Source: an optimization exercise on an open RTL-to-GDS flow (aim: small area). Production flows keep margins and buffers that such runs may drop.
Only simulation tests tie the RTL to the original design; equivalence was not proved.
No activity file was given, so power comes from the tool's default toggle rates.

Setup of the previous run:
==> flow/design.v <==
module rs_encode_line_adapter #(
    parameter int DATA_W    = 64,
    parameter int RS_K_MAX  = 223,
    parameter int NUM_PAR   = 32,
    parameter int OUT_DEPTH = 4,
    localparam int DATA_BYTES = DATA_W / 8,
    localparam int CFG_W      = $clog2(RS_K_MAX + 1),
    localparam int PARITY_W   = 8 * NUM_PAR
) (
    input  logic                clk,
    input  logic                rst_n,
    input  logic [CFG_W-1:0]    cfg_k,
    input  logic                src_line_val,
    input  logic [DATA_W-1:0]   src_line,
    output logic                src_line_rdy,
    output logic                enc_start,
    output logic                enc_sym_val,
    output logic [7:0]          enc_sym,
    input  logic                enc_par_val,
    input  logic [7:0]          enc_par,
    output logic                dst_line_val,
    output logic [DATA_W-1:0]   dst_line,
    output logic [PARITY_W-1:0] dst_parity,
    output logic                dst_last,
    input  logic                dst_line_rdy,
    output logic                busy,
    output logic [1:0]          dbg_state
);
    localparam int BI_W  = $clog2(DATA_BYTES);
    localparam int PTR_W = $clog2(OUT_DEPTH);
    localparam int CNT_W = $clog2(OUT_DEPTH + 1);
    localparam logic [CFG_W-1:0] K_MAX = CFG_W'(RS_K_MAX);
    localparam logic [1:0] IDLE = 2'd0, SER = 2'd1, WAIT_PAR = 2'd2;
    logic [1:0]            state, state_nxt;
    logic                  blk_active;
    logic                  first_byte;
    logic                  last_line;
    logic                  init_done;
    logic [BI_W-1:0]       byte_idx;
    logic [CFG_W-1:0]      rem;
    logic [DATA_W-1:0]     mem_line [OUT_DEPTH];
    localparam int NQ = OUT_DEPTH - 1;
    logic [PARITY_W-1:0]   par_q [NQ];    
    logic [PARITY_W-1:0]   par_head;      
    logic [NQ-1:0]         qw_oh, qr_oh;  
    logic [2:0]            n_par;         
    logic                  pop_last, head_from_q, head_from_col;
    logic [PARITY_W-1:0]   q_head;
    logic [OUT_DEPTH-1:0]  mem_last;
    logic [OUT_DEPTH-1:0]  wr_oh, ser_oh;
    logic [OUT_DEPTH-1:0]  rd_oh;         
    logic [CNT_W-1:0]      count;
    logic [CFG_W-1:0]      k_new, rem_in;
    logic                  next_is_last, room, line_end, ser_done;
    logic                  par_hit, par_final, accept, push, pop;
    logic [DATA_W-1:0]     held_next;
    logic [DATA_W-1:0]     ser_line;
    always_comb begin
        state_nxt = state;
        k_new     = (cfg_k == '0 || cfg_k > K_MAX) ? K_MAX : cfg_k;
        case (state)
            IDLE:    rem_in = blk_active ? rem : k_new;
            SER:     rem_in = rem - 1'b1;
            default: rem_in = rem;
        endcase
        next_is_last = (32'(rem_in) <= DATA_BYTES);
        room = next_is_last ? (count < CNT_W'(OUT_DEPTH)) : (count < CNT_W'(OUT_DEPTH - 1));
        line_end  = (state == SER) && (byte_idx == BI_W'(DATA_BYTES - 1)) && !last_line;
        ser_done  = (state == SER) && last_line && (rem == CFG_W'(1));
        src_line_rdy = init_done && room && ((state == IDLE) || line_end);
        accept    = src_line_val && src_line_rdy;
        par_hit   = (state == WAIT_PAR) && enc_par_val;
        par_final = par_hit && (rem == CFG_W'(-(NUM_PAR - 1)));
        held_next = src_line;
        case (state)
            IDLE:     if (accept) state_nxt = SER;
            SER:      if (ser_done) state_nxt = WAIT_PAR;
                      else if (line_end && !accept) state_nxt = IDLE;
            WAIT_PAR: if (par_final) state_nxt = IDLE;
            default:  state_nxt = IDLE;
        endcase
    end
    always_ff @(posedge clk or negedge rst_n) begin
        if (!rst_n) state <= IDLE;
        else        state <= state_nxt;
    end
    always_ff @(posedge clk or negedge rst_n) begin
        if (!rst_n) begin
            blk_active <= 1'b0;
            init_done  <= 1'b0;
        end else begin
            init_done <= 1'b1;
            if (accept) blk_active <= 1'b1;
            if (par_final) blk_active <= 1'b0;
        end
    end
    always_ff @(posedge clk) begin
        if (state == SER || par_hit) rem <= rem - 1'b1;
        if (state == SER) begin
            byte_idx   <= byte_idx + 1'b1;
            first_byte <= 1'b0;
        end
        if (accept) begin
            byte_idx   <= '0;
            rem        <= rem_in;
            last_line  <= next_is_last;
            first_byte <= !blk_active;
        end
    end
    always_comb begin
        push = (accept && !next_is_last) || par_final;
        pop  = dst_line_val && dst_line_rdy;
    end
    always_ff @(posedge clk or negedge rst_n) begin
        if (!rst_n) begin
            rd_oh  <= OUT_DEPTH'(1);
            wr_oh  <= OUT_DEPTH'(1);
            count  <= '0;
        end else begin
            if (push) wr_oh  <= {wr_oh[OUT_DEPTH-2:0], wr_oh[OUT_DEPTH-1]};
            if (pop)  rd_oh  <= {rd_oh[OUT_DEPTH-2:0], rd_oh[OUT_DEPTH-1]};
            case ({push, pop})
                2'b10:   count <= count + 1'b1;
                2'b01:   count <= count - 1'b1;
                default: count <= count;
            endcase
        end
    end
    always_ff @(posedge clk) begin
        for (int i = 0; i < OUT_DEPTH; i++) begin
            if (accept && wr_oh[i]) begin
                mem_line[i] <= held_next;
                mem_last[i] <= next_is_last;
            end
        end
    end
    always_comb begin
        pop_last      = pop && dst_last;
        head_from_q   = pop_last && (n_par >= 3'd2);
        head_from_col = par_final && ((n_par == 3'd0) || (n_par == 3'd1 && pop_last));
        q_head        = '0;
        for (int i = 0; i < NQ; i++)
            q_head = q_head | (par_q[i] & {PARITY_W{qr_oh[i]}});
    end
    always_ff @(posedge clk) begin
        for (int i = 0; i < NQ; i++) begin
            if (par_hit && !par_final && qw_oh[i])
                par_q[i][PARITY_W-9:0] <= {par_q[i][PARITY_W-17:0], enc_par};
            if (par_final && qw_oh[i])
                par_q[i][PARITY_W-1 -: 8] <= enc_par;
        end
        if (head_from_q || head_from_col)
            par_head <= {q_head[PARITY_W-9:0], head_from_q ? q_head[PARITY_W-1 -: 8] : enc_par};
    end
    always_ff @(posedge clk or negedge rst_n) begin
        if (!rst_n) begin
            qw_oh <= NQ'(1);
            qr_oh <= NQ'(1);
            n_par <= '0;
        end else begin
            if (par_final && !head_from_col) qw_oh <= {qw_oh[NQ-2:0], qw_oh[NQ-1]};
            if (head_from_q)                 qr_oh <= {qr_oh[NQ-2:0], qr_oh[NQ-1]};
            case ({par_final, pop_last})
                2'b10:   n_par <= n_par + 1'b1;
                2'b01:   n_par <= n_par - 1'b1;
                default: n_par <= n_par;
            endcase
        end
    end
    assign ser_oh = last_line ? wr_oh : {wr_oh[0], wr_oh[OUT_DEPTH-1:1]};
    always_comb begin
        ser_line = '0;
        for (int i = 0; i < OUT_DEPTH; i++)
            ser_line = ser_line | (mem_line[i] & {DATA_W{ser_oh[i]}});
    end
    assign dst_line_val = (count != '0);
    assign dst_parity   = par_head;
    always_comb begin
        dst_line   = '0;
        dst_last   = 1'b0;
        for (int i = 0; i < OUT_DEPTH; i++) begin
            dst_line   = dst_line   | (mem_line[i] & {DATA_W{rd_oh[i]}});
            dst_last   = dst_last   | (mem_last[i] & rd_oh[i]);
        end
    end
    assign enc_sym_val  = (state == SER);
    assign enc_start    = (state == SER) && first_byte;
    assign enc_sym      = ser_line[DATA_W-1-8*byte_idx -: 8];
    assign busy         = blk_active;
    assign dbg_state    = state;
endmodule
==> flow/config.mk <==
export PLATFORM = sky130hd
export DESIGN_NAME = rs_encode_line_adapter
export DESIGN_NICKNAME = rs_encode_line_adapter
export VERILOG_FILES = /design/flow/design.v
export SDC_FILE = /design/flow/constraint.sdc
export NUM_CORES = 4
export LEC_CHECK = 0
export CAP_MARGIN = 20
export CORE_MARGIN = 2
export CORE_UTILIZATION = 75
export PLACE_DENSITY = 0.85
export SLEW_MARGIN = 20
export BUFFER_PORTS_ARGS = -buffer_cell sky130_fd_sc_hd__buf_1
export CTS_ARGS = -sink_clustering_enable -repair_clock_nets -buf_list sky130_fd_sc_hd__clkbuf_16 -sink_clustering_size 40 -sink_clustering_max_diameter 50 -dont_use_dummy_load
==> flow/constraint.sdc <==
create_clock -name core_clock -period 6.0 [get_ports {clk}]
set_input_delay 1.2000 -clock core_clock [delete_from_list [all_inputs] [get_ports {clk}]]
set_output_delay 1.2000 -clock core_clock [all_outputs]
set_load 0.01 [all_outputs]
standard.sh (not shown) runs the stock make flow with config.mk's settings and CLKGATE_MAP_FILE= SYNTH_SCRIPT=/design/flow/synth_recipe.tcl, a recipe that flattens the netlist after the stock synthesis.
==> flow/flow/run.sh <==
#!/bin/bash
# Standard ORFS layout with smaller port buffers and a leaner clock tree.
set -e
cat >> config.mk <<'MK'
export BUFFER_PORTS_ARGS = -buffer_cell sky130_fd_sc_hd__buf_1
export CTS_ARGS = -sink_clustering_enable -repair_clock_nets -buf_list sky130_fd_sc_hd__clkbuf_16 -sink_clustering_size 40 -sink_clustering_max_diameter 50 -dont_use_dummy_load
MK
bash standard.sh > standard.log 2>&1
The inputs of the current run differ from those of the previous run as listed below.
- CTS_ARGS now -sink_clustering_enable -repair_clock_nets -buf_list sky130_fd_sc_hd__clkbuf_8 -sink_clustering_size 16 -sink_clustering_max_diameter 50 -dont_use_dummy_load, was -sink_clustering_enable -repair_clock_nets -buf_list sky130_fd_sc_hd__clkbuf_16 -sink_clustering_size 40 -sink_clustering_max_diameter 50 -dont_use_dummy_load
==> flow/flow/run.sh <==
#!/bin/bash
# Standard ORFS layout with smaller port buffers and a leaner clock tree.
set -e
cat >> config.mk <<'MK'
export BUFFER_PORTS_ARGS = -buffer_cell sky130_fd_sc_hd__buf_1
export CTS_ARGS = -sink_clustering_enable -repair_clock_nets -buf_list sky130_fd_sc_hd__clkbuf_8 -sink_clustering_size 16 -sink_clustering_max_diameter 50 -dont_use_dummy_load
MK
bash standard.sh > standard.log 2>&1
## What came out
Going from the previous run to the current run, maximum clock frequency shrank by a few percent.
Power after layout ended up 0.0013 W lower on the current run than on the previous run.
Taking the previous run as the reference, in the current run worst setup slack dropped 0.11 ns, register-to-register slack climbed 0.09 ns.
Diff the previous run -> the current run: final number of setup-violating endpoints ~0 delta, clock skew +0.011 ns.

* * *

v5:
rs_encode_line_adapter, a different RTL version from the one above (not shown whole).
For scale: about 2900 cells after synthesis, ~420 I/O pins, roughly 49000 sq um of cells after synthesis.
==> flow/config.mk <==
export PLATFORM = sky130hd
export DESIGN_NAME = rs_encode_line_adapter
export DESIGN_NICKNAME = rs_encode_line_adapter
export VERILOG_FILES = /design/flow/design.v
export SDC_FILE = /design/flow/constraint.sdc
export NUM_CORES = 4
export LEC_CHECK = 0
export CAP_MARGIN = 20
export CORE_MARGIN = 2
export CORE_UTILIZATION = 65
export PLACE_DENSITY = 0.75
export SLEW_MARGIN = 20
export BUFFER_PORTS_ARGS = -buffer_cell sky130_fd_sc_hd__buf_1
export CTS_ARGS = -sink_clustering_enable -repair_clock_nets -buf_list sky130_fd_sc_hd__clkbuf_16 -sink_clustering_size 30 -sink_clustering_max_diameter 60 -dont_use_dummy_load
==> flow/constraint.sdc <==
create_clock -name core_clock -period 6.0 [get_ports {clk}]
set_input_delay 1.2000 -clock core_clock [delete_from_list [all_inputs] [get_ports {clk}]]
set_output_delay 1.2000 -clock core_clock [all_outputs]
set_load 0.01 [all_outputs]
==> flow/flow/run.sh <==
#!/bin/bash
# Standard ORFS layout with smaller port buffers and a leaner clock tree.
set -e
cat >> config.mk <<'MK'
export BUFFER_PORTS_ARGS = -buffer_cell sky130_fd_sc_hd__buf_1
export CTS_ARGS = -sink_clustering_enable -repair_clock_nets -buf_list sky130_fd_sc_hd__clkbuf_16 -sink_clustering_size 30 -sink_clustering_max_diameter 60 -dont_use_dummy_load
MK
bash standard.sh > standard.log 2>&1
Relative to v5, the following input files were edited for v59:
- PLACE_DENSITY: 0.75 -> 0.85
- CORE_UTILIZATION: 65 -> 75
- GPL_TIMING_DRIVEN: unset -> 0
- CTS_ARGS: -sink_clustering_enable -repair_clock_nets -buf_list sky130_fd_sc_hd__clkbuf_16 -sink_clustering_size 30 -sink_clustering_max_diameter 60 -dont_use_dummy_load -> -sink_clustering_enable -repair_clock_nets -buf_list "sky130_fd_sc_hd__clkbuf_4 sky130_fd_sc_hd__clkbuf_8" -sink_clustering_size 12 -sink_clustering_max_diameter 40 -dont_use_dummy_load
==> flow/flow/run.sh <==
#!/bin/bash
# Standard ORFS layout with smaller port buffers and a leaner clock tree.
set -e
cat >> config.mk <<'MK'
export BUFFER_PORTS_ARGS = -buffer_cell sky130_fd_sc_hd__buf_1
export CTS_ARGS = -sink_clustering_enable -repair_clock_nets -buf_list "sky130_fd_sc_hd__clkbuf_4 sky130_fd_sc_hd__clkbuf_8" -sink_clustering_size 12 -sink_clustering_max_diameter 40 -dont_use_dummy_load
MK
bash standard.sh > standard.log 2>&1
[summary]
Of v59 and v5, the run reporting the lower fmax was v59. Comparing v59 and v5, clock network power share is lower on v59. Layout overhead on the synthesized area: v59 vs v5 up 1.4 points.
The following lists how v44 was set up differently from v59:
- a change of CORE_UTILIZATION from 75 to 40
- a change of CTS_ARGS from -sink_clustering_enable -repair_clock_nets -buf_list "sky130_fd_sc_hd__clkbuf_4 sky130_fd_sc_hd__clkbuf_8" -sink_clustering_size 12 -sink_clustering_max_diameter 40 -dont_use_dummy_load to -sink_clustering_enable -repair_clock_nets -buf_list sky130_fd_sc_hd__clkbuf_8 -sink_clustering_size 16 -sink_clustering_max_diameter 50 -dont_use_dummy_load
- a deleted PLACE_DENSITY that had been 0.85
- a deleted GPL_TIMING_DRIVEN that had been 0
==> flow/flow/run.sh <==
#!/bin/bash
# Standard ORFS layout with smaller port buffers and a leaner clock tree.
set -e
cat >> config.mk <<'MK'
export BUFFER_PORTS_ARGS = -buffer_cell sky130_fd_sc_hd__buf_1
export CTS_ARGS = -sink_clustering_enable -repair_clock_nets -buf_list sky130_fd_sc_hd__clkbuf_8 -sink_clustering_size 16 -sink_clustering_max_diameter 50 -dont_use_dummy_load
MK
bash standard.sh > standard.log 2>&1
- The critical path capture point comes out enc_sym[7] in one run and enc_sym[6] in the other, namely in v44 and v59 respectively.
- Compared with v59, v44 shows a higher share of cells above drive strength 1.
- v44: register share of the cell area is 0.56 points lower than what v59 reported.
- v59 → v44: area overhead of the layout relative to synthesis went up 0.92 points, length of the first detailed-routing pass in iterations decreased 2.
Changes in v10 relative to v44:
- PLACE_DENSITY now 0.75, previously not set
- CORE_UTILIZATION now 65, was 40
Results
Final cycle utilization of the critical path for v10: 3.1 points down relative to v44. The non-clock buffer count number comes out lower for v10 vs v44. The run showing the smaller count of TritonRoute iterations in the first routing pass is v44. v10 against v44: maximum fanout encountered on the critical timing path -9, fraction of synthesized area in multiplexers ~0 delta.
### v10 -> v47
- PLACE_DENSITY now 0.85, was 0.75
- CORE_UTILIZATION now 75, was 65
- CTS_ARGS now -sink_clustering_enable -repair_clock_nets -buf_list sky130_fd_sc_hd__clkbuf_8 -sink_clustering_size 18 -sink_clustering_max_diameter 60 -dont_use_dummy_load, was -sink_clustering_enable -repair_clock_nets -buf_list sky130_fd_sc_hd__clkbuf_8 -sink_clustering_size 16 -sink_clustering_max_diameter 50 -dont_use_dummy_load
==> flow/flow/run.sh <==
#!/bin/bash
# Standard ORFS layout with smaller port buffers and a leaner clock tree.
set -e
cat >> config.mk <<'MK'
export BUFFER_PORTS_ARGS = -buffer_cell sky130_fd_sc_hd__buf_1
export CTS_ARGS = -sink_clustering_enable -repair_clock_nets -buf_list sky130_fd_sc_hd__clkbuf_8 -sink_clustering_size 18 -sink_clustering_max_diameter 60 -dont_use_dummy_load
MK
bash standard.sh > standard.log 2>&1
Results
- enc_sym[5] as the capture point of the worst path was reported by v47, and enc_sym[4] by v10.
- Max-slew headroom at the worst pin, v47 and v10, higher one = v47.
- Looking at shortest period the worst path allows across both flows, v47 is the weaker of the two, with v10 ahead.
- Cmp v47 and v10 / met2 track demand over resource / higher: v47
- Between v47 and v10, least setup slack across all paths after layout is higher for v10, v47 comes in under that.
- v47 vs. v10: total length of routed wires up 3800 um, share of cell area taken by multi-input logic gates flat, slack of the worst reg-to-reg path down 0.59 ns, met2 wire length up about 4%, die area down 10000 sq um.
- Synthesized cell count came out exactly the same in v47 and v10.

port drivers added, routing unchanged:
The results above use ideal ports. As a check the final layouts listed here were re-extracted and re-timed, cells and wires unchanged. Step 1 sets driving cells, clkbuf_16 on the clock port and buf_2 on the other inputs (assumed; they add their load-dependent delay and slew). Step 2 also shifts input and output timing later by t, the mid clock arrival at the registers, as if the neighbouring blocks saw the same clock. a / b / c = ideal / step 1 / step 2; a / b = the first two.
run	shift t [ns]	slack for setup (ns)	worst hold slack (ns)	worst slew at a driven data input, ns
the previous run	0.699	0.805 / 0.739 / 1.220	0.402 / 0.402 / 0.402	0.11
the current run	0.775	0.698 / 0.631 / 1.265	0.414 / 0.393 / 0.414	0.11
v5	0.672	0.653 / 0.588 / 1.261	0.402 / 0.402 / 0.402	0.13
v59	0.836	0.113 / 0.048 / 0.884	0.189 / 0.149 / 0.423	0.16
v44	0.881	0.345 / 0.271 / 1.152	0.378 / 0.378 / 0.378	0.16
v10	0.769	0.528 / 0.464 / 1.233	0.401 / 0.401 / 0.401	0.14
v47	0.730	0.414 / 0.350 / 1.060	0.400 / 0.400 / 0.400	0.17
After both steps setup and hold are still met in every run listed.
